What follows belongs to an exercise in optimizing a design on an open flow for small area, a short achievable clock period and few clock cycles; a production flow would make more cautious choices.
Only simulation tests tie the RTL to the original design; equivalence was not proved.
Power figures rest on the tool's default switching activity, not on a simulated workload.

## design/flow/config.mk

```make
export PLATFORM = sky130hd
export DESIGN_NAME = led_matrix_scan_dimmer_unit
export DESIGN_NICKNAME = led_matrix_scan_dimmer_unit
export VERILOG_FILES = /design/flow/design.v
export SDC_FILE = /design/flow/constraint.sdc
export NUM_CORES = 4
export LEC_CHECK = 0
export CAP_MARGIN = 20
export CORE_MARGIN = 2
export CORE_UTILIZATION = 55
export CTS_CLUSTER_DIAMETER = 80
export CTS_CLUSTER_SIZE = 30
export SETUP_SLACK_MARGIN = 3.5
export SLEW_MARGIN = 20
```

## design/flow/constraint.sdc

```tcl
create_clock -name core_clock -period 6.0 [get_ports {clk}]
set_input_delay 1.2000 -clock core_clock [delete_from_list [all_inputs] [get_ports {clk}]]
set_output_delay 1.2000 -clock core_clock [all_outputs]
set_load 0.01 [all_outputs]
```

## design/flow/design.v

```verilog
package lmsd_pkg;
	localparam int WORD_W   = 16;
	localparam int LED_W    = 8;
	localparam int SCHED_W  = 6;
	localparam int LEVELS   = 4;
	localparam int CMD_W    = 2;
	localparam int REG_W    = 2;
	localparam int PANEL_W  = 3;
	localparam int ROW_W    = 3;
	localparam int COLOR_W  = 2;
	localparam int S_TDATA_W = 32;
	localparam int S_TUSER_W = 2;
	localparam int M_TDATA_W = 16;
	localparam int M_TUSER_W = 5;
	localparam int DEF_PANELS         = 5;
	localparam int DEF_ROWS           = 8;
	localparam int DEF_LEDS_PER_ROW   = 8;
	localparam int DEF_COLORS         = 3;
	localparam int DEF_REFRESH_CYCLES = 6;
	typedef enum logic [CMD_W-1:0] {
		CMD_TICK       = 2'd0,
		CMD_WRITE      = 2'd1,
		CMD_SWAP_DEFER = 2'd2,
		CMD_SWAP_NOW   = 2'd3
	} cmd_t;
	typedef enum logic [REG_W-1:0] {
		REG_SCHED_L0 = 2'd0,
		REG_SCHED_L1 = 2'd1,
		REG_SCHED_L2 = 2'd2,
		REG_SCHED_L3 = 2'd3
	} reg_idx_t;
	typedef enum logic {
		ST_IDLE  = 1'b0,
		ST_SWEEP = 1'b1
	} state_t;
	typedef logic [SCHED_W-1:0] sched_t;
	localparam sched_t SCHED_RST_L0 = 6'h00;
	localparam sched_t SCHED_RST_L1 = 6'h20;
	localparam sched_t SCHED_RST_L2 = 6'h24;
	localparam sched_t SCHED_RST_L3 = 6'h3f;
endpackage
module lmsd_ram #(
	parameter int WIDTH = 16,
	parameter int NRING = 10,
	parameter int LEN   = 24,
	parameter int STEP  = 6,
	parameter int NTAP  = 5,
	parameter int TSTEP = 3
) (
	input  logic                           clk,
	input  logic [NRING*(LEN/STEP)-1:0]    ins,
	input  logic [WIDTH-1:0]               wdata,
	output logic [NRING*WIDTH-1:0]         tap
);
	localparam int NPT = LEN / STEP;
	logic [WIDTH-1:0] wdata_n;
	assign wdata_n = ~wdata;
	for (genvar g = 0; g < NRING; g++) begin : g_ring
		logic [LEN*WIDTH-1:0] s_q;
		always_ff @(posedge clk) begin
			for (int j = 0; j < LEN; j++) begin
				if (j % STEP == 0) begin
					s_q[j*WIDTH +: WIDTH] <= ~(ins[g*NPT + j/STEP]
						? (((j / STEP) % 2 == 1) ? wdata : wdata_n)
						: s_q[((j + LEN - 1) % LEN)*WIDTH +: WIDTH]);
				end else begin
					s_q[j*WIDTH +: WIDTH] <= s_q[((j + LEN - 1) % LEN)*WIDTH +: WIDTH];
				end
			end
		end
		assign tap[g*WIDTH +: WIDTH] = s_q[((g % NTAP) * TSTEP)*WIDTH +: WIDTH];
	end
endmodule
module led_matrix_scan_dimmer_unit #(
	parameter int PANELS         = lmsd_pkg::DEF_PANELS,
	parameter int ROWS           = lmsd_pkg::DEF_ROWS,
	parameter int LEDS_PER_ROW   = lmsd_pkg::DEF_LEDS_PER_ROW,
	parameter int COLORS         = lmsd_pkg::DEF_COLORS,
	parameter int REFRESH_CYCLES = lmsd_pkg::DEF_REFRESH_CYCLES
) (
	input  logic                            clk,
	input  logic                            arst_n,
	input  logic                            s_tvalid,
	output logic                            s_tready,
	input  logic [lmsd_pkg::S_TDATA_W-1:0]  s_tdata,
	input  logic [lmsd_pkg::S_TUSER_W-1:0]  s_tuser,
	output logic                            m_tvalid,
	input  logic                            m_tready,
	output logic [lmsd_pkg::M_TDATA_W-1:0]  m_tdata,
	output logic [lmsd_pkg::M_TUSER_W-1:0]  m_tuser,
	output logic                            m_tlast,
	input  logic                            cfg_valid,
	output logic                            cfg_ready,
	input  logic [lmsd_pkg::REG_W-1:0]      cfg_index,
	input  logic [lmsd_pkg::SCHED_W-1:0]    cfg_data
);
	localparam int NPAN  = 5;
	localparam int NRING = 2 * NPAN;
	localparam int LEN   = 24;
	localparam int STEP  = 6;
	localparam int NPT   = LEN / STEP;
	localparam int QD    = 2;
	localparam int RC_W  = 3;
	logic [1:0]   in_cmd;
	logic         in_hidden;
	logic [2:0]   in_panel;
	logic [2:0]   in_row;
	logic [1:0]   in_color;
	logic [15:0]  in_word;
	assign in_cmd    = s_tuser[1:0];
	assign in_hidden = s_tdata[0];
	assign in_panel  = s_tdata[3:1];
	assign in_row    = s_tdata[6:4];
	assign in_color  = s_tdata[8:7];
	assign in_word   = s_tdata[24:9];
	function automatic logic [1:0] row_q6(input logic [2:0] r);
		logic [1:0] v;
		case (r)
			3'd0: v = 2'd0;
			3'd1: v = 2'd2;
			3'd2: v = 2'd1;
			3'd3: v = 2'd3;
			3'd4: v = 2'd2;
			3'd5: v = 2'd0;
			3'd6: v = 2'd3;
			default: v = 2'd1;
		endcase
		row_q6 = v;
	endfunction
	function automatic logic [4:0] row_base(input logic [2:0] r);
		logic [4:0] v;
		case (r)
			3'd0: v = 5'd0;
			3'd1: v = 5'd15;
			3'd2: v = 5'd6;
			3'd3: v = 5'd21;
			3'd4: v = 5'd12;
			3'd5: v = 5'd3;
			3'd6: v = 5'd18;
			default: v = 5'd9;
		endcase
		row_base = v;
	endfunction
	lmsd_pkg::sched_t sched_q [lmsd_pkg::LEVELS];
	logic [2:0]   row_q;
	logic [RC_W-1:0] rc_q;
	logic         shown_q;
	logic         pend_q;
	logic [4:0]   ph_q;
	logic [2:0]   n6r_q;
	logic [1:0]   n3_q, n3_nx;
	logic         n2_q;
	logic [1:0]   n6_q;
	logic [3:0]   clr_q;
	logic         clearing, clearing_nx;
	logic         cr_v;
	logic         cr_b;
	logic [2:0]   cr_r;
	logic [2:0]   cr_p;
	logic [1:0]   cr_c;
	logic [15:0]  cr_w;
	logic [1:0]   cr_m;
	logic         cmt_q;
	logic         clr_q1;
	logic         e_last_q;
	logic [1:0]   e_c_nx;
	logic [15:0]  bmask;
	logic         rdy_q;
	logic         act_v;
	logic         act_b;
	logic [2:0]   act_r;
	logic [3:0]   act_l;
	logic [4:0]   tgt_q, tgt_nx;
	logic         hit_q;
	logic [NRING-1:0] rsel_q, rsel_nx;
	logic [3:0]   leff_q, leff_nx;
	logic [2:0]   e_p_nx;
	logic         new_idle;
	logic [2:0]   e_p;
	logic [1:0]   e_c;
	logic [QD-1:0] pv;
	logic         pb [QD];
	logic [2:0]   pr [QD];
	logic [3:0]   pl [QD];
	logic         ofree_q;
	logic [7:0]   led_q;
	logic [2:0]   orow_q;
	logic [2:0]   opanel_q;
	logic [1:0]   ocolor_q;
	logic         olast_q;
	logic [16:0]  oport_q;
	logic         ovld_o;
	logic         rdy_o;
	logic         in_xfer;
	logic         tick;
	logic         wr_ok;
	logic         in_b;
	logic         commit;
	logic         ld;
	logic         act_done;
	logic         cr_v_nx;
	logic         pred;
	logic [NRING*NPT-1:0] ins;
	logic [15:0]  ins_data;
	logic [NRING*16-1:0] tap;
	logic [15:0]  word;
	logic [7:0]   led_nx;
	logic         cr_busy, in_busy;
	logic [2:0]   row_nx;
	logic [RC_W-1:0] rc_nx;
	logic         shown_nx;
	logic         pend_nx;
	logic [3:0]   lvl_on_nx;
	logic         a_v;
	logic         a_b;
	logic [2:0]   a_r;
	logic [3:0]   a_l;
	logic         a_new;
	logic [QD-1:0] qv;
	logic         qb [QD];
	logic [2:0]   qr [QD];
	logic [3:0]   ql [QD];
	assign cfg_ready = 1'b1;
	assign s_tready  = rdy_o;
	assign in_xfer   = s_tvalid && rdy_q && !clr_q1;
	assign tick      = in_xfer && (in_cmd == lmsd_pkg::CMD_TICK);
	assign wr_ok     = in_xfer && (in_cmd == lmsd_pkg::CMD_WRITE)
		&& (in_panel < 3'(PANELS)) && (in_color < 2'(COLORS));
	assign in_b      = shown_q ^ in_hidden;
	always_comb begin
		cr_busy = act_v && (act_b == cr_b) && (act_r == cr_r) && ({cr_p, cr_c} >= {e_p, e_c});
		for (int i = 0; i < QD; i++) begin
			cr_busy = cr_busy || (pv[i] && (pb[i] == cr_b) && (pr[i] == cr_r));
		end
		for (int h = 0; h < 2; h++) begin
			for (int r = 0; r < 8; r++) begin
				bmask[h*8 + r] = act_v && ((act_b ^ shown_q) == 1'(h)) && (act_r == 3'(r));
				for (int i = 0; i < QD; i++) begin
					bmask[h*8 + r] = bmask[h*8 + r]
						|| (pv[i] && ((pb[i] ^ shown_q) == 1'(h)) && (pr[i] == 3'(r)));
				end
			end
		end
		in_busy = bmask[{in_hidden, in_row}];
	end
	assign n3_nx = (n3_q == 2'd2) ? 2'd0 : n3_q + 2'd1;
	assign clearing    = clr_q1;
	assign clearing_nx = (clr_q < 4'(STEP - 1));
	assign commit = cr_v && cmt_q;
	always_comb begin
		for (int p = 0; p < NPAN; p++) begin
			for (int b = 0; b < 2; b++) begin
				for (int m = 0; m < NPT; m++) begin
					ins[(b*NPAN + p)*NPT + m] = clearing
						|| (commit && (cr_b == 1'(b)) && (cr_p == 3'(p)) && (cr_m == 2'(m)));
				end
			end
		end
	end
	assign ins_data = cr_w;
	lmsd_ram #(
		.WIDTH (16),
		.NRING (NRING),
		.LEN   (LEN),
		.STEP  (STEP),
		.NTAP  (NPAN),
		.TSTEP (3)
	) u_frame (
		.clk   (clk),
		.ins   (ins),
		.wdata (ins_data),
		.tap   (tap)
	);
	always_comb begin
		row_nx   = row_q + 3'd1;
		rc_nx    = rc_q;
		shown_nx = shown_q;
		pend_nx  = pend_q;
		if (row_q == 3'(ROWS - 1)) begin
			row_nx = '0;
			if (rc_q == RC_W'(REFRESH_CYCLES - 1)) begin
				rc_nx = '0;
				if (pend_q) begin
					shown_nx = !shown_q;
					pend_nx  = 1'b0;
				end
			end else begin
				rc_nx = rc_q + RC_W'(1);
			end
		end
	end
	always_comb begin
		lvl_on_nx = '0;
		for (int l = 0; l < lmsd_pkg::LEVELS; l++) begin
			for (int j = 0; j < lmsd_pkg::SCHED_W; j++) begin
				if (int'(rc_nx) == j) begin
					lvl_on_nx[l] = sched_q[l][j];
				end
			end
		end
	end
	always_comb begin
		word = '0;
		for (int g = 0; g < NRING; g++) begin
			word = word | (tap[g*16 +: 16] & {16{rsel_q[g]}});
		end
		for (int k = 0; k < 8; k++) begin
			led_nx[k] = leff_q[word[2*k +: 2]];
		end
	end
	assign ld       = act_v && hit_q && (ofree_q || m_tready);
	assign act_done = ld && e_last_q;
	always_comb begin
		a_v   = act_v;
		a_b   = act_b;
		a_r   = act_r;
		a_l   = act_l;
		a_new = 1'b0;
		qv    = pv;
		for (int i = 0; i < QD; i++) begin
			qb[i] = pb[i];
			qr[i] = pr[i];
			ql[i] = pl[i];
		end
		if (act_done) begin
			a_v   = pv[0];
			a_b   = pb[0];
			a_r   = pr[0];
			a_l   = pl[0];
			a_new = 1'b1;
			for (int i = 0; i < QD - 1; i++) begin
				qv[i] = pv[i+1];
				qb[i] = pb[i+1];
				qr[i] = pr[i+1];
				ql[i] = pl[i+1];
			end
			qv[QD-1] = 1'b0;
		end
		if (tick) begin
			if (!a_v) begin
				a_v   = 1'b1;
				a_b   = shown_nx;
				a_r   = row_nx;
				a_l   = lvl_on_nx;
				a_new = 1'b1;
			end else begin
				for (int i = QD - 1; i >= 0; i--) begin
					if (!qv[i] && (i == 0 || qv[i-1])) begin
						qv[i] = 1'b1;
						qb[i] = shown_nx;
						qr[i] = row_nx;
						ql[i] = lvl_on_nx;
					end
				end
			end
		end
	end
	assign new_idle = tick && (!act_v || (act_done && !pv[0]));
	always_comb begin
		if (new_idle) begin
			tgt_nx = row_base(row_nx);
		end else if (ld) begin
			tgt_nx = (tgt_q == 5'd23) ? 5'd0 : tgt_q + 5'd1;
		end else begin
			tgt_nx = tgt_q;
		end
		e_p_nx  = e_p;
		e_c_nx  = e_c;
		rsel_nx = rsel_q;
		if (a_new) begin
			e_c_nx = 2'd0;
		end else if (ld) begin
			e_c_nx = (e_c == 2'd2) ? 2'd0 : e_c + 2'd1;
		end
		if (a_new) begin
			e_p_nx  = 3'd0;
			rsel_nx = a_b ? NRING'(1 << NPAN) : NRING'(1);
		end else if (ld && (e_c == 2'd2)) begin
			e_p_nx  = e_p + 3'd1;
			rsel_nx = {rsel_q[NRING-2:0], 1'b0};
		end
		leff_nx = a_l;
		for (int p = 0; p < NPAN; p++) begin
			if ((e_p_nx == 3'(p)) && (((3 * p) / STEP) % 2 == 1)) begin
				leff_nx = {a_l[0], a_l[1], a_l[2], a_l[3]};
			end
		end
	end
	assign cr_v_nx = wr_ok || (cr_v && !commit);
	always_comb begin
		if (wr_ok) begin
			pred = (in_color == n3_nx) && ((in_row[0] ^ in_color[0]) != n2_q)
				&& !clearing_nx && !in_busy;
		end else begin
			pred = (cr_c == n3_nx) && ((cr_r[0] ^ cr_c[0]) != n2_q)
				&& !clearing_nx && !cr_busy;
		end
	end
	always_ff @(posedge clk or negedge arst_n) begin
		if (!arst_n) begin
			sched_q[0] <= lmsd_pkg::SCHED_RST_L0;
			sched_q[1] <= lmsd_pkg::SCHED_RST_L1;
			sched_q[2] <= lmsd_pkg::SCHED_RST_L2;
			sched_q[3] <= lmsd_pkg::SCHED_RST_L3;
			row_q   <= '0;
			rc_q    <= '0;
			shown_q <= 1'b1;
			pend_q  <= 1'b0;
			ph_q    <= 5'd0;
			n6r_q   <= 3'd1;
			n3_q    <= 2'd1;
			n2_q    <= 1'b1;
			n6_q    <= 2'd0;
			clr_q   <= 4'd0;
			cr_v    <= 1'b0;
			rdy_q   <= 1'b0;
			rdy_o   <= 1'b0;
			ovld_o  <= 1'b0;
			act_v   <= 1'b0;
			pv      <= '0;
			e_p     <= 3'd0;
			e_c     <= 2'd0;
			e_last_q <= 1'b0;
			cmt_q   <= 1'b0;
			clr_q1  <= 1'b1;
			ofree_q <= 1'b1;
			cr_w    <= 16'h0;
		end else begin
			if (wr_ok) begin
				cr_w <= in_word;
			end
			ph_q <= (ph_q == 5'd23) ? 5'd0 : ph_q + 5'd1;
			n3_q <= n3_nx;
			n2_q <= !n2_q;
			if (n6r_q == 3'd5) begin
				n6r_q <= 3'd0;
				n6_q  <= n6_q + 2'd1;
			end else begin
				n6r_q <= n6r_q + 3'd1;
			end
			if (clearing) begin
				clr_q <= clr_q + 4'd1;
			end
			if (cfg_valid) begin
				case (cfg_index)
					lmsd_pkg::REG_SCHED_L0: sched_q[0] <= cfg_data;
					lmsd_pkg::REG_SCHED_L1: sched_q[1] <= cfg_data;
					lmsd_pkg::REG_SCHED_L2: sched_q[2] <= cfg_data;
					lmsd_pkg::REG_SCHED_L3: sched_q[3] <= cfg_data;
					default: ;
				endcase
			end
			if (in_xfer && (in_cmd == lmsd_pkg::CMD_SWAP_DEFER)) begin
				pend_q <= 1'b1;
			end
			if (in_xfer && (in_cmd == lmsd_pkg::CMD_SWAP_NOW)) begin
				shown_q <= !shown_q;
			end
			if (tick) begin
				row_q   <= row_nx;
				rc_q    <= rc_nx;
				shown_q <= shown_nx;
				pend_q  <= pend_nx;
			end
			cr_v  <= cr_v_nx;
			rdy_q <= !qv[QD-1] && (!cr_v_nx || pred);
			rdy_o <= !qv[QD-1] && (!cr_v_nx || pred) && !clearing_nx;
			ovld_o <= ld || (!ofree_q && !m_tready);
			cmt_q <= pred;
			clr_q1 <= clearing_nx;
			act_v <= a_v;
			pv    <= qv;
			e_p <= e_p_nx;
			e_c <= e_c_nx;
			e_last_q <= (e_p_nx == 3'd4) && (e_c_nx == 2'd2);
			ofree_q <= !ld && (ofree_q || m_tready);
		end
	end
	always_ff @(posedge clk) begin
		if (wr_ok) begin
			cr_b <= in_b;
			cr_r <= in_row;
			cr_p <= in_panel;
			cr_c <= in_color;
		end
		act_b <= a_b;
		act_r <= a_r;
		act_l <= a_l;
		for (int i = 0; i < QD; i++) begin
			pb[i] <= qb[i];
			pr[i] <= qr[i];
			pl[i] <= ql[i];
		end
		tgt_q  <= tgt_nx;
		if (new_idle) begin
			hit_q <= (((ph_q == 5'd23) ? 5'd0 : ph_q + 5'd1) == row_base(row_nx));
		end else if (ld) begin
			hit_q <= 1'b1;
		end else begin
			hit_q <= (((ph_q == 5'd23) ? 5'd0 : ph_q + 5'd1) == tgt_q);
		end
		cr_m <= ((n6r_q == 3'd5) ? n6_q + 2'd1 : n6_q) - row_q6(wr_ok ? in_row : cr_r);
		rsel_q <= rsel_nx;
		leff_q <= leff_nx;
		if (ld) begin
			led_q    <= led_nx;
			orow_q   <= act_r;
			opanel_q <= e_p;
			ocolor_q <= e_c;
			olast_q  <= (e_p == 3'd4) && (e_c == 2'd2);
		end
		oport_q <= ld ? {(e_p == 3'd4) && (e_c == 2'd2), e_c, e_p, led_nx, act_r}
			: {olast_q, ocolor_q, opanel_q, led_q, orow_q};
	end
	assign m_tvalid = ovld_o;
	assign m_tdata  = {5'b0, oport_q[10:0]};
	assign m_tuser  = oport_q[15:11];
	assign m_tlast  = oport_q[16];
endmodule
```

## design/flow/run.sh

```bash
#!/bin/bash
# synth_recipe.tcl (not shown) runs the flow's synth.tcl, then flattens the netlist and writes it again
# the make line also repeats each setting of config.mk as NAME=value (left out here)
make -C /OpenROAD-flow-scripts/flow DESIGN_CONFIG=/design/flow/config.mk WORK_HOME=/design/flow/orfs CLKGATE_MAP_FILE= SYNTH_SCRIPT=/design/flow/synth_recipe.tcl finish
```

==> Flow_metrics.wiki, run 1 <==
{| class="wikitable"
! Metric !! Value
|-
| Clock tree from TritonCTS || done
|-
| Most area-hungry cell type in the Yosys netlist || sky130_fd_sc_hd__dfxtp_1
|-
| I/O pins || a little over 70
|-
| Clock sink total || approximately 4,000
|-
| Wire length of the first global-routing pass || ~240 mm
|-
| Switching power as a share of total power || around a quarter
|-
| Clock slew seen by the registers of the worst setup and hold paths || approximately 110 ps
|-
| Synth-to-layout area growth || 8.83%
|-
| Placeable core region || 169,000 sq um
|-
| Run status || timing/DRC/antenna clean
|-
| Setup repair after global routing missed its margin || true
|-
| FF/Latch Area || between 80,000 and 90,000 sq um
|-
| Number of global-route vias before repair || 37,800
|-
| Yosys cell types || between 70 and 80
|-
| End-of-flow core utilization || between 60% and 70%
|-
| Routability Congestion || roughly 0.84
|-
| Vias after detailed routing || around 40,000
|-
| Cell with the most instances after synthesis || sky130_fd_sc_hd__dfxtp_1
|-
| Clock latency of the later-clocked register in the worst-skew pair || between 800 and 900 ps
|-
| Sequential group share of total power || between 60% and 70%
|-
| Hold buffer count at CTS || 0
|-
| WL per Instance || ~19 um
|-
| Slew @ Worst Pin || 1100 ps
|-
| Type of the worst setup path || primary input to flip-flop
|-
| Area enclosed by the die boundary || roughly 170,000 sq um
|-
| Endpoint type of the worst setup path || flip-flop
|-
| Crit path buffers/inverters || 2
|-
| CTS Root Buffer Type || sky130_fd_sc_hd__clkbuf_16
|-
| CTS Buffer Depth || 3
|-
| Average vias per placed instance || 4.71
|-
| Data arrival, critical path || ~3100 ps
|-
| Total clock buffers created by CTS || ~160
|-
| Number of antenna violations at the first check in global routing || 5
|-
| # port buffers || just under 60
|-
| Type of the tightest min-delay check || flip-flop to flip-flop
|-
| Gate family responsible for the most delay along the worst path || buffers and inverters
|-
| Largest net degree at the start of global routing || 44
|-
| Cells after Synth || roughly 6,000
|-
| Most numerous cell on the critical path || sky130_fd_sc_hd__nand2_8
|-
| Number of H-tree levels || 4
|-
| Cell Rows || approximately 150
|-
| Count of TritonRoute iterations in the first routing pass || 7
|-
| Total half-perimeter wirelength after legalization and detailed placement || about 96 mm
|-
| Proportion of synthesized flip-flops having asynchronous set or reset || 2.02%
|-
| Fraction of the yosys area taken by sequential cells || 87.0%
|-
| Internal power summed over all cells || roughly 34 mW
|-
| Worst reg2reg setup slack || around 3500 ps
|-
| Ratio of cells with drive above 1 in the final layout || slightly above 8%
|-
| Net total in the final layout || approximately 6,000
|-
| Min cycle time layout || 2550 ps
|-
| Number of fillers in the final layout || ~13,000
|-
| CP Cell Sequence || clkdlybuf4s50_1 > o211ai_4 > inv_6 > nand2_8 > o21ai_4 > nand2_8 > nand2_2 > mux2_2
|-
| Top cells by count, synth || 3,883 x sky130_fd_sc_hd__dfxtp_1, 426 x sky130_fd_sc_hd__a21oi_1, 407 x sky130_fd_sc_hd__nor2_1
|-
| Slew Limit Headroom || 26.5%
|-
| Global-route usage over all layers || between 10% and 20%
|-
| Die outline height || 416 um
|-
| Number of enable-type register cells in the synthesized netlist || 46
|-
| Commonest register cell after synthesis || sky130_fd_sc_hd__dfxtp_1
|-
| Overall die width || 416 um
|-
| Power dissipated by switching net loads || roughly 11 mW
|-
| Clock power frac || around 28%
|-
| Fraction of power consumed by combinational cells || roughly 6.6%
|-
| GRT Residual Overflow || 0
|-
| Routed Antenna Nets || 0
|-
| Post-place instance area || between 90,000 and 100,000 sq um
|-
| Number of maximum-capacitance violations || 0
|-
| Ranking of synthesized cells by area || sky130_fd_sc_hd__dfxtp_1 83%, sky130_fd_sc_hd__mux2i_1 3.4%, sky130_fd_sc_hd__a21oi_1 2.3%
|-
| Area share of the leading cell type in the synthesized netlist || a little over four fifths
|-
| Syn avg cell area || 15.6 sq um
|-
| Cell with the biggest individual delay on the critical path || sky130_fd_sc_hd__clkdlybuf4s50_1
|-
| Leakage power || roughly 43 nW
|-
| Power density of the placed cells || approximately 440 nW/um^2
|-
| Final standard cell area without fillers || 102,000 sq um
|-
| Final number of setup-violating endpoints || 0
|-
| Starting Density || a little under three fifths
|-
| Total area of multi-input combinational cells || 11,600 sq um
|-
| Critical path launch point type || primary input
|-
| Total standard cell area after synthesis || roughly 93,000 sq um
|-
| Critical Path RT || ~6600 ps
|-
| Total count of max-transition violations in the final report || 0
|-
| Total negative slack || 0 ps
|-
| Routed Wire Length || between 150 and 200 mm
|-
| Highest fanout seen on the critical path || 15
|-
| Yosys warns || 10
|-
| Drt drc || 0
|-
| Worst Clk Skew || between 20 and 30 ps
|-
| Count of endpoints failing hold in the final timing report || 0
|-
| Peak supply drop || roughly 0.31 mV
|-
| Delay of the slowest cell on the worst path || ~520 ps
|-
| Number of DRC markers after the initial detailed-route iteration || around 2,400
|-
| Fmax achieved || between 300 and 400 MHz
|-
| Flop and latch count out of synthesis || approximately 4,000
|-
| Fin crit share || roughly 43%
|}
sequential cells by signal, indices dropped and copies added (netlist names), 4 cells and up:
register	cells
pl	8
led_q	8
rsel_q	10
act_l	4
cr_w	16
tgt_q	5
ph_q	5
sched_q	24
clr_q	4
leff_q	4
u_frame.g_ring.s_q	3840
pr	6
oport_q	17
cell families after synthesis:
family	share of synthesized area, %
muxes	3.98
other	0.00805
buffers and inverters	1.26
xor gates and xnor gates	0.479
adders and majority gates	0.311
DFF	87.0
AOI/OAI and AO/OA	3.86
and+or+nand+nor	3.10
per-stage QoR:
stage                     hold WS [ps]  setup slack [ps]  cells  power (mW)
after floorplan                    310              3340   6003        30.5
after global placement             310              1820   8102        32.2
after detailed placement           312              1780   8102        32.3
after CTS                          316              3390   8308        44.8
after global routing               317              3410   8324        46.0
final                              317              3450   8326        44.4
final timing paths:
path / from / to / depth (start not counted)
setup / recovery: m_tready / rsel_q[5]$_DFFE_PP_ / 8
hold / removal: u_frame.g_ring[9].s_q[170]$_DFF_P_ / u_frame.g_ring[9].s_q[186]$_DFF_P_ / 0
setup reg to reg: row_q[0]$_DFFE_PN0P_ / leff_q[1]$_DFF_P_ / 10
hold reg to reg: u_frame.g_ring[9].s_q[170]$_DFF_P_ / u_frame.g_ring[9].s_q[186]$_DFF_P_ / 0
max in group asynchronous: arst_n / sched_q[3][4]$_DFFE_PN1P_ / 2
min in group asynchronous: arst_n / ovld_o$_DFF_PN0_ / 1
placed cells by master, fill, tap and decap left out, drive strengths merged, types with 36 or more instances in the layout:
master,netlist,final
dfxtp,3883,3883
a21oi,426,426
nor2,407,407
mux2i,316,316
clkbuf,142,170
nand2,118,120
buf,99,107
dfrtp,66,66
inv,35,50
mux2,49,49
edfxtp,46,46
o21ai,44,44
a22o,36,36
metal layers:
metal	track usage [%]	vias to the layer above	wire length (um)
li1	-	19400	-
met1	28.4	19100	84000
met2	27.3	432	68700
met3	2.72	209	4780
met4	5.83	0	4510
met5	0	-	0
repair_timing:
| action | CTS | global route |
|---|---|---|
| gates cloned | 2 | 3 |
| pin swaps | 6 | 5 |
| gates resized for setup | 163 | 29 |
| setup endpoints to repair | 120 | 137 |
| buffers inserted | 11 | 12 |
cell type report:
type / instances / share of cell area [%]
clock buffers: 169 / 4.01
inverters: 35 / 0.147
well taps: 2218 / 2.73
repair buffers: 148 / 1.38
flip-flops and latches: 4010 / 80.0
clock inverters: 24 / 0.330
multi-input cells: 1719 / 11.4
diodes: 3 / 0.00739
power by group through the flow:
stage	Combinational [mW]	Sequential, mW	Clock (mW)
detailed placement	2.74	29.5	0
floorplan	1.87	28.6	0
global route	3.13	29.1	13.8
finish	2.92	28.9	12.6
CTS	2.87	29.0	12.9
global placement	2.72	29.5	0
Testbench counts, summed over its fixed seeds: cycles 12,776.
==> run 2: changes to the inputs <==
--- a/design/flow/config.mk
+++ b/design/flow/config.mk
@@ -10,5 +10,5 @@
 export CORE_UTILIZATION = 55
 export CTS_CLUSTER_DIAMETER = 80
 export CTS_CLUSTER_SIZE = 30
-export SETUP_SLACK_MARGIN = 3.5
+export SETUP_SLACK_MARGIN = 3.7
 export SLEW_MARGIN = 20
==> run 2 against run 1 <==
Via count grew 0.45%. Utilization grew 0.59 points. Highest routed layer unchanged. Wire length rose by 0.69%. First-iteration DRC count down 4.1%. Combinational power grew about 20%. Clock power hardly changed. Synthesized area unchanged. Clock skew rose by 11 ps. Still clean. Global-route usage is 0.15 points higher.
==> Flow_metrics.wiki, run 2 <==
{| class="wikitable"
! Metric !! Value
|-
| Routed Antenna Nets || 0 (unchanged)
|-
| Endpoint type of the worst setup path || output pin
|-
| Critical path launch point type || flip-flop
|-
| Routed Wire Length || 163 mm (+0.69%)
|-
| Final number of setup-violating endpoints || 0 (unchanged)
|-
| Clock tree from TritonCTS || done
|-
| Clock sink total || 4,010 (unchanged)
|-
| Flop and latch count out of synthesis || 4,010 (unchanged)
|-
| Placeable core region || 169,000 sq um (unchanged)
|-
| Global-route usage over all layers || 18.7% (+0.15 points)
|-
| I/O pins || 72 (unchanged)
|-
| Most area-hungry cell type in the Yosys netlist || sky130_fd_sc_hd__dfxtp_1
|-
| Number of fillers in the final layout || 12,800 (-0.38%)
|-
| Slew @ Worst Pin || 1100 ps (+1.37 ps)
|-
| Fin crit share || 42.4% (-0.20 points)
|-
| Cell with the biggest individual delay on the critical path || sky130_fd_sc_hd__dfrtp_1
|-
| Die outline height || 416 um (unchanged)
|-
| WL per Instance || 19.5 um (about the same)
|-
| Net total in the final layout || 6,186 (+0.78%)
|-
| FF/Latch Area || 81,200 sq um (about the same)
|-
| Overall die width || 416 um (unchanged)
|-
| Number of maximum-capacitance violations || 0 (unchanged)
|-
| Cell Rows || 151 (unchanged)
|-
| Routability Congestion || 0.839 (-0.20%)
|-
| Average vias per placed instance || 4.70 (-0.17%)
|-
| Top cells by count, synth || 3,883 x sky130_fd_sc_hd__dfxtp_1, 426 x sky130_fd_sc_hd__a21oi_1, 407 x sky130_fd_sc_hd__nor2_1
|-
| Proportion of synthesized flip-flops having asynchronous set or reset || 2.02% (unchanged)
|-
| Leakage power || 42.9 nW (+0.80%)
|-
| Vias after detailed routing || 39,400 (+0.45%)
|-
| Largest regs || u_frame.g_ring.s_q: 3840 flops, sched_q: 24 flops, oport_q: 17 flops
|-
| Count of endpoints failing hold in the final timing report || 0 (unchanged)
|-
| Critical Path RT || 4800 ps (-1770 ps)
|-
| GRT Residual Overflow || 0 (unchanged)
|-
| Largest net degree at the start of global routing || 49 (+11%)
|-
| Setup repair after global routing missed its margin || true
|-
| CTS Root Buffer Type || sky130_fd_sc_hd__clkbuf_16
|-
| Worst Clk Skew || 39.8 ps (+11.0 ps)
|-
| Max reg flops || 3,840 (unchanged)
|-
| Path length in cells of the critical path || 1 (-7)
|-
| Slew Limit Headroom || 26.4% (-0.17 points)
|-
| Total standard cell area after synthesis || 93,300 sq um (unchanged)
|-
| Fmax achieved || 393 MHz (+0.46%)
|-
| Type of the worst setup path || flip-flop to output pin
|-
| Gate family responsible for the most delay along the worst path || flip-flops
|-
| Total area of multi-input combinational cells || 12,200 sq um (+5.5%)
|-
| Yosys cell types || 77 (unchanged)
|-
| Starting Density || 55.2% (unchanged)
|-
| Wire length of the first global-routing pass || 240 mm (+0.50%)
|-
| Cell with the most instances after synthesis || sky130_fd_sc_hd__dfxtp_1
|-
| Power density of the placed cells || 436 nW/um^2 (-0.27%)
|-
| Delay of the slowest cell on the worst path || 380 ps (-140 ps)
|-
| Crit path buffers/inverters || 1 (-1)
|-
| CP Cell Sequence || buf_2
|-
| Total negative slack || 0 ps (unchanged)
|-
| Yosys warns || 10 (unchanged)
|-
| End-of-flow core utilization || 60.7% (+0.59 points)
|-
| Count of TritonRoute iterations in the first routing pass || 6 (-1)
|-
| Ratio of cells with drive above 1 in the final layout || 10.1% (+1.8 points)
|-
| Number of global-route vias before repair || 37,900 (+0.23%)
|-
| Clock latency of the later-clocked register in the worst-skew pair || 840 ps (+30 ps)
|-
| # port buffers || 58 (unchanged)
|-
| Ranking of synthesized cells by area || sky130_fd_sc_hd__dfxtp_1 83%, sky130_fd_sc_hd__mux2i_1 3.4%, sky130_fd_sc_hd__a21oi_1 2.3%
|-
| Synth-to-layout area growth || 9.89%
|-
| Area share of the leading cell type in the synthesized netlist || 83.3% (unchanged)
|-
| Number of instances in the placed design || 8,106 (+0.049%)
|-
| Number of DRC markers after the initial detailed-route iteration || 2,325 (-4.1%)
|-
| Type of the tightest min-delay check || flip-flop to flip-flop
|-
| Run status || timing/DRC/antenna clean
|-
| Clock slew seen by the registers of the worst setup and hold paths || 120 ps (about the same)
|-
| Largest register by flop count || u_frame.g_ring.s_q
|-
| Peak supply drop || 0.311 mV (-0.62%)
|-
| Number of H-tree levels || 4 (unchanged)
|-
| Total clock buffers created by CTS || 155 (-1.3%)
|-
| Worst hold path depth || 0 (unchanged)
|-
| Total count of max-transition violations in the final report || 0 (unchanged)
|-
| Total half-perimeter wirelength after legalization and detailed placement || 94.6 mm (-1.5%)
|-
| Depth of the worst register-to-register path || 10 (unchanged)
|-
| Cells after Synth || 5,999 (unchanged)
|-
| Min cycle time layout || 2540 ps (-11.8 ps)
|-
| Drt drc || 0 (unchanged)
|-
| Commonest non-fill, non-tap cell in the layout || sky130_fd_sc_hd__dfxtp_1
|-
| Final std cells w/o fill || 8,378 (+0.62%)
|-
| Data arrival, critical path || 1340 ps (-1780 ps)
|-
| Commonest register cell after synthesis || sky130_fd_sc_hd__dfxtp_1
|-
| Area enclosed by the die boundary || 173,000 sq um (unchanged)
|-
| Syn avg cell area || 15.6 sq um (unchanged)
|-
| Fraction of the yosys area taken by sequential cells || 87.0% (unchanged)
|-
| Number of enable-type register cells in the synthesized netlist || 46 (unchanged)
|-
| Highest fanout seen on the critical path || 1 (-14)
|-
| Most frequent cells in the layout || 3,866 x sky130_fd_sc_hd__dfxtp_1, 392 x sky130_fd_sc_hd__nor2_1, 381 x sky130_fd_sc_hd__a21oi_1
|-
| Number of antenna violations at the first check in global routing || 4 (-1)
|-
| CTS Buffer Depth || 3 (unchanged)
|}
==> run 2: cell counts after synthesis <==
No cell type changed its count.
==> run 2: logic make-up after synthesis <==
kind of cell	count (synthesis)	share of synthesized area, %
adder cells (fa/ha/maj)	24	0.311
XOR/XNOR	46	0.479
AND/OR/NAND/NOR	657	3.10
multiplexers	365	3.98
AO/OA/AOI/OAI	619	3.86
buffers and inverters	276	1.26
other	2	0.00805
flip-flops	4010	87.0
==> run 2: timing repair <==
action,CTS,global route
setup endpoints to repair,535,213
pin swaps,23,34
gates cloned,7,1
setup buffers,52,14
hold buffers,0,0
resized for setup,245,66
==> run 2: layout make-up <==
class | count | area share, %
sequential | 4010 | 79.2
multi-input combinational | 1721 | 11.9
clock buffer | 174 | 3.95
tap | 2218 | 2.71
timing repair buffer | 195 | 1.80
clock inverter | 18 | 0.228
inverter | 35 | 0.149
antenna | 6 | 0.0146
timing repair inverter | 1 | 0.00854
==> run 2: path summary, 6_finish.rpt <==
path | startpoint | end | slack [ps]
min reg2reg | u_frame.g_ring[0].s_q[318]$_DFF_P_ | u_frame.g_ring[0].s_q[334]$_DFF_P_ | 310
max | rdy_o$_DFF_PN0_ | s_tready | 3460
max in group asynchronous | arst_n | n6r_q[0]$_DFF_PN1_ | 4540
min in group asynchronous | arst_n | sched_q[2][3]$_DFFE_PN0P_ | 420
max reg2reg | row_q[1]$_DFFE_PN0P_ | leff_q[1]$_DFF_P_ | 3530
min | u_frame.g_ring[0].s_q[318]$_DFF_P_ | u_frame.g_ring[0].s_q[334]$_DFF_P_ | 310
==> run 2: report_power, final <==
part	switching, mW	internal [mW]	total [mW]
combinational	2.21	1.30	3.51
clock	7.49	4.92	12.4
sequential	1.05	27.7	28.8
==> run 2: through the flow <==
stage | power (mW) | hold slack (ps) | setup WS (ps) | instance area (sq um)
2_1_floorplan | 30.5 | 310 | 3340 | 93500
3_3_place_gp | 32.3 | 310 | 1700 | 96500
3_5_place_dp | 32.3 | 312 | 1680 | 96500
4_1_cts | 45.0 | 321 | 3380 | 102000
5_1_grt | 46.3 | 320 | 3390 | 102000
6_report | 44.7 | 313 | 3460 | 103000
==> run 2: layer usage <==
| layer | global-route usage [%] | wire [um] |
|---|---|---|
| met1 | 28.0 | 83000 |
| met5 | 0 | 0 |
| met4 | 6.39 | 4700 |
| met2 | 27.9 | 70300 |
| met3 | 2.80 | 5100 |
==> run 3: changes to the inputs <==
--- a/design/flow/config.mk
+++ b/design/flow/config.mk
@@ -7,7 +7,7 @@
 export LEC_CHECK = 0
 export CAP_MARGIN = 20
 export CORE_MARGIN = 2
-export CORE_UTILIZATION = 55
+export CORE_UTILIZATION = 65
 export CTS_CLUSTER_DIAMETER = 80
 export CTS_CLUSTER_SIZE = 30
 export SETUP_SLACK_MARGIN = 3.7
==> run 3 against run 2 <==
Still clean. Non-clock buffer count unchanged. Register-to-register slack improved by 20 ps. Utilization is 11 points higher. Largest cell class unchanged. Largest power group unchanged.
==> Flow_metrics.wiki, run 3 <==
{| class="wikitable"
! Metric !! Value
|-
| Run status || timing/DRC/antenna clean
|-
| Worst hold path depth || 0 (unchanged)
|-
| Power density of the placed cells || 438 nW/um^2 (+0.39%)
|-
| Slew @ Worst Pin || 1010 ps (-96.9 ps)
|-
| Total clock buffers created by CTS || 153 (-1.3%)
|-
| Average vias per placed instance || 4.93 (+4.8%)
|-
| Area enclosed by the die boundary || 147,000 sq um (-15%)
|-
| Count of endpoints failing hold in the final timing report || 0 (unchanged)
|-
| Data arrival, critical path || 1350 ps (about the same)
|-
| GRT Residual Overflow || 0 (unchanged)
|-
| End point of the most critical hold path || u_frame.g_ring[9].s_q[70]$_DFF_P_
|-
| Hold buffer count at CTS || 0 (unchanged)
|-
| Largest net degree at the start of global routing || 50 (+2.0%)
|-
| Fin crit share || 42.4% (+0.067 points)
|-
| Number of global-route vias before repair || 38,000 (+0.44%)
|-
| Net total in the final layout || 6,184 (-0.032%)
|-
| Wire length of the first global-routing pass || 239 mm (-0.58%)
|-
| Clock sink total || 4,010 (unchanged)
|-
| Cell with the most instances after synthesis || sky130_fd_sc_hd__dfxtp_1
|-
| Routed Wire Length || 162 mm (-0.59%)
|-
| Number of enable-type register cells in the synthesized netlist || 46 (unchanged)
|-
| Cells after Synth || 5,999 (unchanged)
|-
| Hold Path Origin || u_frame.g_ring[9].s_q[54]$_DFF_P_
|-
| Min cycle time layout || 2550 ps (+4.05 ps)
|-
| Clock slew seen by the registers of the worst setup and hold paths || 110 ps (about the same)
|-
| Synthesized-area fraction occupied by xor and xnor cells || 0.479% (unchanged)
|-
| CTS Buffer Depth || 3 (unchanged)
|-
| Setup slack of the critical path after layout || 3450 ps (-4.05 ps)
|-
| Count of TritonRoute iterations in the first routing pass || 5 (-1)
|-
| Fraction of the yosys area taken by sequential cells || 87.0% (unchanged)
|-
| Critical path launch point type || flip-flop
|-
| Adder-cell share of the synthesized area || 0.311% (unchanged)
|-
| Most frequent cells in the layout || 3,865 x sky130_fd_sc_hd__dfxtp_1, 392 x sky130_fd_sc_hd__nor2_1, 383 x sky130_fd_sc_hd__a21oi_1
|-
| Proportion of synthesized flip-flops having asynchronous set or reset || 2.02% (unchanged)
|-
| Starting Density || 65.3% (+10 points)
|-
| I/O pins || 72 (unchanged)
|-
| Crit path buffers/inverters || 1 (unchanged)
|-
| Ranking of synthesized cells by area || sky130_fd_sc_hd__dfxtp_1 83%, sky130_fd_sc_hd__mux2i_1 3.4%, sky130_fd_sc_hd__a21oi_1 2.3%
|-
| Largest regs || u_frame.g_ring.s_q: 3840 flops, sched_q: 24 flops, oport_q: 17 flops
|-
| Setup slack after placement || 1310 ps (-371 ps)
|-
| # port buffers || 58 (unchanged)
|-
| Fmax achieved || 393 MHz (-0.16%)
|-
| Area fraction in compound gates after synthesis || 3.86% (unchanged)
|-
| Slew Limit Headroom || 32.9% (+6.5 points)
|-
| CP Cell Sequence || buf_6
|-
| Overall die width || 383 um (-7.9%)
|-
| Setup repair after global routing missed its margin || true
|-
| Routed Antenna Nets || 0 (unchanged)
|-
| End-of-flow core utilization || 71.3% (+11 points)
|-
| Capture point of the worst reg-to-reg path || leff_q[1]$_DFF_P_
|-
| Drt drc || 0 (unchanged)
|-
| Cell with the biggest individual delay on the critical path || sky130_fd_sc_hd__dfxtp_4
|-
| Gate family responsible for the most delay along the worst path || flip-flops
|-
| Top cells by count, synth || 3,883 x sky130_fd_sc_hd__dfxtp_1, 426 x sky130_fd_sc_hd__a21oi_1, 407 x sky130_fd_sc_hd__nor2_1
|-
| Commonest register cell after synthesis || sky130_fd_sc_hd__dfxtp_1
|-
| Worst Clk Skew || 28.7 ps (-11.1 ps)
|-
| Type of the tightest min-delay check || flip-flop to flip-flop
|-
| Total negative slack || 0 ps (unchanged)
|-
| Post-layout total power || 44.7 mW (-0.11%)
|-
| Commonest non-fill, non-tap cell in the layout || sky130_fd_sc_hd__dfxtp_1
|-
| Syn avg cell area || 15.6 sq um (unchanged)
|-
| Number of DRC markers after the initial detailed-route iteration || 2,362 (+1.6%)
|-
| Largest register by flop count || u_frame.g_ring.s_q
|-
| Peak supply drop || 0.372 mV (+19%)
|-
| Worst hold slack across all endpoints || 315 ps (+2.40 ps)
|-
| Total count of max-transition violations in the final report || 0 (unchanged)
|-
| Multiplexer fraction of the synthesized cell area || 3.98% (unchanged)
|-
| Number of antenna violations at the first check in global routing || 7 (+3)
|-
| Number of maximum-capacitance violations || 0 (unchanged)
|-
| Type of the worst setup path || flip-flop to output pin
|-
| Number of H-tree levels || 4 (unchanged)
|-
| Cell Rows || 139 (-7.9%)
|-
| WL per Instance || 20.1 um (+3.4%)
|-
| Share of synthesized cell area in and, or, nand and nor gates || 3.10% (unchanged)
|-
| Clock latency of the later-clocked register in the worst-skew pair || 800 ps (-40 ps)
|-
| Ratio of cells with drive above 1 in the final layout || 9.93% (-0.19 points)
|-
| Max reg flops || 3,840 (unchanged)
|-
| Leakage power || 42.8 nW (about the same)
|-
| Start of the worst register-to-register path || row_q[0]$_DFFE_PN0P_
|-
| Area share of the leading cell type in the synthesized netlist || 83.3% (unchanged)
|-
| Depth of the worst register-to-register path || 9 (-1)
|-
| Yosys warns || 10 (unchanged)
|-
| Synth-to-layout area growth || 9.33%
|-
| Placeable core region || 143,000 sq um (-15%)
|-
| Die outline height || 383 um (-7.9%)
|-
| Highest fanout seen on the critical path || 1 (unchanged)
|-
| Flop and latch count out of synthesis || 4,010 (unchanged)
|-
| Delay of the slowest cell on the worst path || 430 ps (+50 ps)
|-
| Endpoint type of the worst setup path || output pin
|-
| Clock tree from TritonCTS || done
|-
| Worst reg2reg setup slack || 3550 ps (+20 ps)
|-
| Global-route usage over all layers || 22.1% (+3.3 points)
|-
| Total standard cell area after synthesis || 93,300 sq um (unchanged)
|-
| Vias after detailed routing || 39,700 (+0.81%)
|-
| Most area-hungry cell type in the Yosys netlist || sky130_fd_sc_hd__dfxtp_1
|-
| CTS Root Buffer Type || sky130_fd_sc_hd__clkbuf_16
|-
| Total half-perimeter wirelength after legalization and detailed placement || 94.8 mm (+0.17%)
|-
| Final number of setup-violating endpoints || 0 (unchanged)
|-
| Combinational family with the most area after synthesis || multiplexers
|-
| Critical Path RT || 4800 ps (about the same)
|-
| Yosys cell types || 77 (unchanged)
|-
| Routability Congestion || 0.810 (-3.5%)
|}
[run 3: changes by cell type in the layout (fill, tap and decap cells not counted), sizes merged, moves of 2 or more]
cell	delta
inv	-5
dlygate4sd2	-3
clkbuf	+2
clkdlybuf4s15	+2
diode	-4
[run 3: layer usage]
metal / share of wire (%) / GRT usage [%] / vias up
li1: - / - / 19500
met1: 51 / 34.1 / 19400
met2: 43 / 33.2 / 563
met3: 3.4 / 2.82 / 185
met4: 2.2 / 5.47 / 0
met5: 0 / 0 / -
[run 3: logic make-up after synthesis]
group / Yosys count
buffers and inverters: 276
muxes: 365
xor gates and xnor gates: 46
adders and majority gates: 24
other: 2
and+or+nand+nor: 657
DFF: 4010
AOI/OAI and AO/OA: 619
[run 3: timing repair]
action | 4_1_cts | 5_1_grt
endpoints found under the setup margin | 620 | 377
pin swaps | 17 | 36
setup buffers | 40 | 29
hold endpoints to repair | 0 | 0
gates resized for setup | 222 | 95
cloned | 6 | 1
[run 3: final cells by class]
| class | count | area (sq um) |
|---|---|---|
| clock buffers | 177 | 4050 |
| fillers | 9494 | 41000 |
| repair buffers | 195 | 1870 |
| repair inverters | 1 | 8.76 |
| flip-flops and latches | 4010 | 81200 |
| inverters | 35 | 153 |
| well taps | 1903 | 2380 |
| multi-input cells | 1721 | 12100 |
| diodes | 2 | 5.00 |
| clock inverters | 12 | 178 |
[run 3: report_power, final]
part / switching (mW) / total (mW) / internal, mW / leakage (nW)
sequential: 0.917 / 28.7 / 27.7 / 32.9
clock: 7.38 / 12.3 / 4.88 / 2.06
combinational: 2.42 / 3.73 / 1.31 / 7.87
total: 10.7 / 44.7 / 33.9 / 42.8
[run 3: worst max-delay path by stage]
| stage | start | endpoint | slack (ps) | depth (start not counted) |
|---|---|---|---|---|
| 2_1_floorplan | m_tready | rsel_q[0]$_SDFFCE_PP0P_ | 3340 | 7 |
| 3_3_place_gp | m_tready | rsel_q[5]$_DFFE_PP_ | 1410 | 9 |
| 3_5_place_dp | m_tready | rsel_q[5]$_DFFE_PP_ | 1310 | 9 |
| 4_1_cts | rdy_o$_DFF_PN0_ | s_tready | 3390 | 1 |
| 5_1_grt | rdy_o$_DFF_PN0_ | s_tready | 3400 | 1 |
| 6_report | oport_q[10]$_DFF_P_ | m_tdata[10] | 3450 | 1 |
[run 3: stage by stage]
step | cells | instance area, sq um
6_report | 8056 | 102000
5_1_grt | 8054 | 102000
4_1_cts | 8024 | 101000
3_5_place_dp | 7789 | 96100
3_3_place_gp | 7789 | 96100
2_1_floorplan | 6003 | 93500

[static timing again, ports no longer ideal]
The results above use ideal ports. As a check the final layouts listed here were re-extracted and re-timed, cells and wires unchanged.
Step 1 assumes that a clkbuf_16 drives the clock port and a buf_2 every other input.
Step 2 moves the port delays by t, midway between the first and last clock arrival at a register: inputs arrive t later, outputs are due t later. That takes back most of the time a late clock gives input paths.
Slacks: ideal ports / drivers / drivers and shift; pairs: ideal ports / drivers.
| run | t (ns) | slack for setup (ns) | worst slew at a driven data input, ns | cell pins on the clock port's net |
|---|---|---|---|---|
| run 1 | 0.887 | 3.446 / 3.384 / 2.600 | 0.04 | 1 |
| run 2 | 0.891 | 3.458 / 3.383 / 2.854 | 0.04 | 1 |
| run 3 | 0.869 | 3.454 / 3.378 / 2.910 | 0.03 | 1 |
After both steps every run listed still meets setup and hold. The setup slack of run 1, which loses most, moves by -0.062 ns with the drivers and by -0.846 ns with both steps.
